This is an optimization exercise on Yosys and OpenROAD, whose aim is small area and a short achievable clock period, not a production implementation. At most, simulation tests tie the RTL to the original design; equivalence was not proved.

## wip/fjord
// attack_arbiter
module attack_arbiter #(
  parameter int unsigned        STUN_W      = 24,
  parameter logic [STUN_W-1:0]  STUN_CYCLES = 24'd20,
  parameter int unsigned        DMG_W       = 10,
  parameter int unsigned        DMG_MAX     = 999
) (
  input  logic             clock,
  input  logic             reset,
  input  logic [31:0]      p1_attack,
  input  logic [31:0]      p1_knockback,
  input  logic [31:0]      p2_attack,
  input  logic [31:0]      p2_knockback,
  output logic [DMG_W-1:0] p1_damage,
  output logic [DMG_W-1:0] p2_damage,
  output logic [31:0]      p1_kb_out,
  output logic             p1_kb_valid,
  output logic [31:0]      p2_kb_out,
  output logic             p2_kb_valid,
  output logic             p1_stunned,
  output logic             p2_stunned,
  output logic             clash
);
  localparam int unsigned SW = 5;
  logic              p1Block, p2Block;        
  logic              p1Pending, p2Pending;
  logic [1:0]        p1Code, p2Code;
  logic              vicIsP1;
  logic [31:0]       atkKb;
  logic [DMG_W:0]    opFactor;
  logic [5:0]        opOne, opTwo;
  logic [4:0]        opNeg;
  logic [SW-1:0]     stunCount;
  logic              stunIsP2;
  logic [DMG_W-1:0]  p1Damage, p2Damage;
  logic [35:0]       p1KbOut, p2KbOut;
  logic              p1KbValid, p2KbValid, clashReg;
  logic              eval;                    
  logic              p1HitEv, p2HitEv, p1Stun, p2Stun;
  logic              p1Cand, p2Cand, p1Victim, p2Victim, clashNow;
  logic              p1PendNext, p2PendNext, vicIsP1Next;
  logic [1:0]        p1CodeNext, p2CodeNext;
  logic [DMG_W-1:0]  dmgNext, opDamage;
  logic [20:0]       p1VicOps, p2VicOps;      
  logic [DMG_W:0]    factorNext;
  logic [35:0]       kbScaled;
  ...
==> flow/config.mk <==
export PLATFORM = sky130hd
export DESIGN_NAME = attack_arbiter
export DESIGN_NICKNAME = attack_arbiter
export VERILOG_FILES = /design/flow/design.v
export SDC_FILE = /design/flow/constraint.sdc
export NUM_CORES = 4
export LEC_CHECK = 0
export ABC_AREA = 1
export CAP_MARGIN = 20
export CORE_MARGIN = 2
export CORE_UTILIZATION = 65
export SLEW_MARGIN = 20
==> flow/constraint.sdc <==
create_clock -name core_clock -period 12.0 [get_ports {clock}]
set_input_delay 2.4000 -clock core_clock [delete_from_list [all_inputs] [get_ports {clock}]]
set_output_delay 2.4000 -clock core_clock [all_outputs]
set_load 0.01 [all_outputs]
standard.sh (not shown) runs the stock make flow with config.mk's settings and CLKGATE_MAP_FILE= SYNTH_SCRIPT=/design/flow/synth_recipe.tcl, a recipe that flattens the netlist after the stock synthesis.
==> flow/flow/run.sh <==
#!/bin/bash
# Layout flow: the standard synthesis and layout, with
# - the port buffers made as the smallest plain buffer instead of the delay
#   buffer buffer_ports picks by default, and
# - a clock tree of smaller buffers without dummy loads.
# Each step's output goes to a log file here.
set -euo pipefail
MARGIN=$(cat flow/margin.txt)
bash standard.sh synth > synth.log 2>&1
bash standard.sh SETUP_SLACK_MARGIN="$MARGIN" \
  "BUFFER_PORTS_ARGS=-buffer_cell sky130_fd_sc_hd__buf_1" \
  "CTS_ARGS=-sink_clustering_enable -repair_clock_nets -dont_use_dummy_load -buf_list {sky130_fd_sc_hd__clkbuf_4 sky130_fd_sc_hd__clkbuf_8}" \
  finish > layout.log 2>&1
==> flow/flow/margin.txt <==
7.2
Looking at the reports, wip/fjord completed the entire flow and the layout it produced met the timing, design-rule and antenna checks.
The inputs of wip/garnet differ from those of wip/fjord as listed below.
Settings: CORE_UTILIZATION: 65 -> 55.
--- outcome ---
- On wip/garnet: largest driver fanout on the critical path is 2 lower than what wip/fjord gave.
- Per the comparison of wip/garnet with wip/fjord, wire length moved down; relative area change from synthesis to final layout went down by 1.3 points.
- wip/garnet ended with less number of buffers outside the clock class in the layout than wip/fjord.

========
## v5
Another version of the RTL of attack_arbiter (not shown whole).
Size: about 2,000 cells after synthesis, about 17,000 um^2 of cells after synthesis.
Settings: LEC_CHECK=0, CAP_MARGIN=20, CORE_MARGIN=2, CORE_UTILIZATION=55, SLEW_MARGIN=20; clock period 12.0 ns.
==> flow/flow/run.sh <==
#!/bin/bash
# Layout flow: the standard synthesis and layout, with
# - inverters around the synthesized full adders removed by flipping adder
#   polarities (flow/polarity.py; combinational only, registers untouched),
# - the port buffers made as the smallest plain buffer instead of the delay
#   buffer buffer_ports picks by default, and
# - a clock tree of smaller buffers without dummy loads.
# Each step's output goes to a log file here.
set -euo pipefail
MARGIN=$(cat flow/margin.txt)
NETLIST="$PWD/orfs/results/${FLOW_PLATFORM}/attack_arbiter/base/1_2_yosys.v"
bash standard.sh "$NETLIST" > synth.log 2>&1
python3 flow/polarity.py "$NETLIST" > polarity.log 2>&1
bash standard.sh SETUP_SLACK_MARGIN="$MARGIN" \
  "BUFFER_PORTS_ARGS=-buffer_cell sky130_fd_sc_hd__buf_1" \
  "CTS_ARGS=-sink_clustering_enable -repair_clock_nets -dont_use_dummy_load -buf_list {sky130_fd_sc_hd__clkbuf_4 sky130_fd_sc_hd__clkbuf_8}" \
  finish > layout.log 2>&1
==> flow/flow/margin.txt <==
7.0
Other scripts of this flow, unchanged in this note and not shown: flow/flow/polarity.py
Input-level comparison between v6 and v5:
==> flow/flow/margin.txt <==
7.1
-- flow/config.mk --
<<< v5, line 8
>>> v6, line 8
export ABC_AREA = 1
<<< v5, line 10
export CORE_UTILIZATION = 55
>>> v6, line 11
export CORE_UTILIZATION = 45
Findings:
v6 vs v5, buffer count from post-CTS setup fixing went down by 37.
v6 vs v5: final instance area up slightly
For share of the final layout cell area in sequential cells, v5 and v6 come out practically identical.
Between v6 and v5, the final weighted congestion of routability-driven global placement does not differ in any meaningful way.
## Diff of input files: v3 against v6
-- flow/flow/run.sh --
<<< v6, line 6
#   buffer buffer_ports picks by default, and
# - a clock tree of smaller buffers without dummy loads.
>>> v3, line 6
#   buffer buffer_ports picks by default,
# - a clock tree of smaller buffers without dummy loads, and
# - the resizer's power recovery (downsizing off the critical paths).
<<< v6, line 14
bash standard.sh SETUP_SLACK_MARGIN="$MARGIN" \
>>> v3, line 15
bash standard.sh SETUP_SLACK_MARGIN="$MARGIN" RECOVER_POWER=100 \
-- flow/config.mk --
<<< v6, line 11
export CORE_UTILIZATION = 45
>>> v3, line 11
export CORE_UTILIZATION = 55
### Flow results
From the logs: v3 reached the end of the flow and failed the layout checks with max-capacitance violations, max-slew violations.
The higher wire length of v6 and v3 is in v6.
The critical path's slowest cell comes out o21ai_0 in one run and fa_1 in the other, namely in v3 and v6 respectively.
v3 vs v6: number of non-clock buffers in the layout down slightly
Of the two values seen for startpoint of the most critical setup path, opFactor[1]$_DFF_P_ was produced by v6 and p1_attack[2] by v3.
What v18 does differently from v3 at the input level:
-- flow/flow/run.sh --
<<< v3, line 6
#   buffer buffer_ports picks by default,
# - a clock tree of smaller buffers without dummy loads, and
# - the resizer's power recovery (downsizing off the critical paths).
>>> v18, line 6
#   buffer buffer_ports picks by default, and
# - a clock tree of smaller buffers without dummy loads.
<<< v3, line 15
bash standard.sh SETUP_SLACK_MARGIN="$MARGIN" RECOVER_POWER=100 \
>>> v18, line 14
bash standard.sh SETUP_SLACK_MARGIN="$MARGIN" \
==> flow/flow/margin.txt <==
7.3
Per the final summary, v18 finished and its layout is clean on timing, DRC and antenna.
In v18, total non-filler cell area in the finished layout is higher than in v3.
Taking v3 as the reference point, the first-pass GRT wire length of v18 rises by 990 um.
v3 has a higher sequential share of layout area than v18.
Going from v3 to v18, highest clock rate grew by more than half.
Function was not checked in any run of this note: the RTL went through the layout flow alone.

==> static timing again, ports no longer ideal <==
No port has a modelled driver above. Below, the same layouts with a new extraction and two added sets of constraints. Step 1 (the two cells are an assumption about what drives the block):
set clk [get_ports {clock}]
set_driving_cell -lib_cell sky130_fd_sc_hd__clkbuf_16 $clk
set_driving_cell -lib_cell sky130_fd_sc_hd__buf_2 [delete_from_list [all_inputs] $clk]
Step 2, shift: input delay + t, output delay - t, t = (earliest + latest rising clock arrival at the registers) / 2. This alone moves slack from input paths to output paths. a / b / c = ideal / step 1 / step 2; a / b = the first two.
run	shift t [ns]	setup WS [ns]	worst setup path after step 2
wip/fjord	0.522	6.932 / 6.932 / 6.863	input to register
wip/garnet	0.538	7.282 / 7.282 / 6.890	input to register
v5	0.539	6.610 / 6.625 / 6.086	input to register
v6	0.532	7.253 / 7.253 / 6.832	input to register
v3	0.552	4.244 / 4.275 / 3.722	input to register
v18	0.534	7.296 / 7.296 / 6.930	input to register
For v5, which loses most, drivers alone change the setup slack by +0.015 ns; drivers and shift together by -0.524 ns.
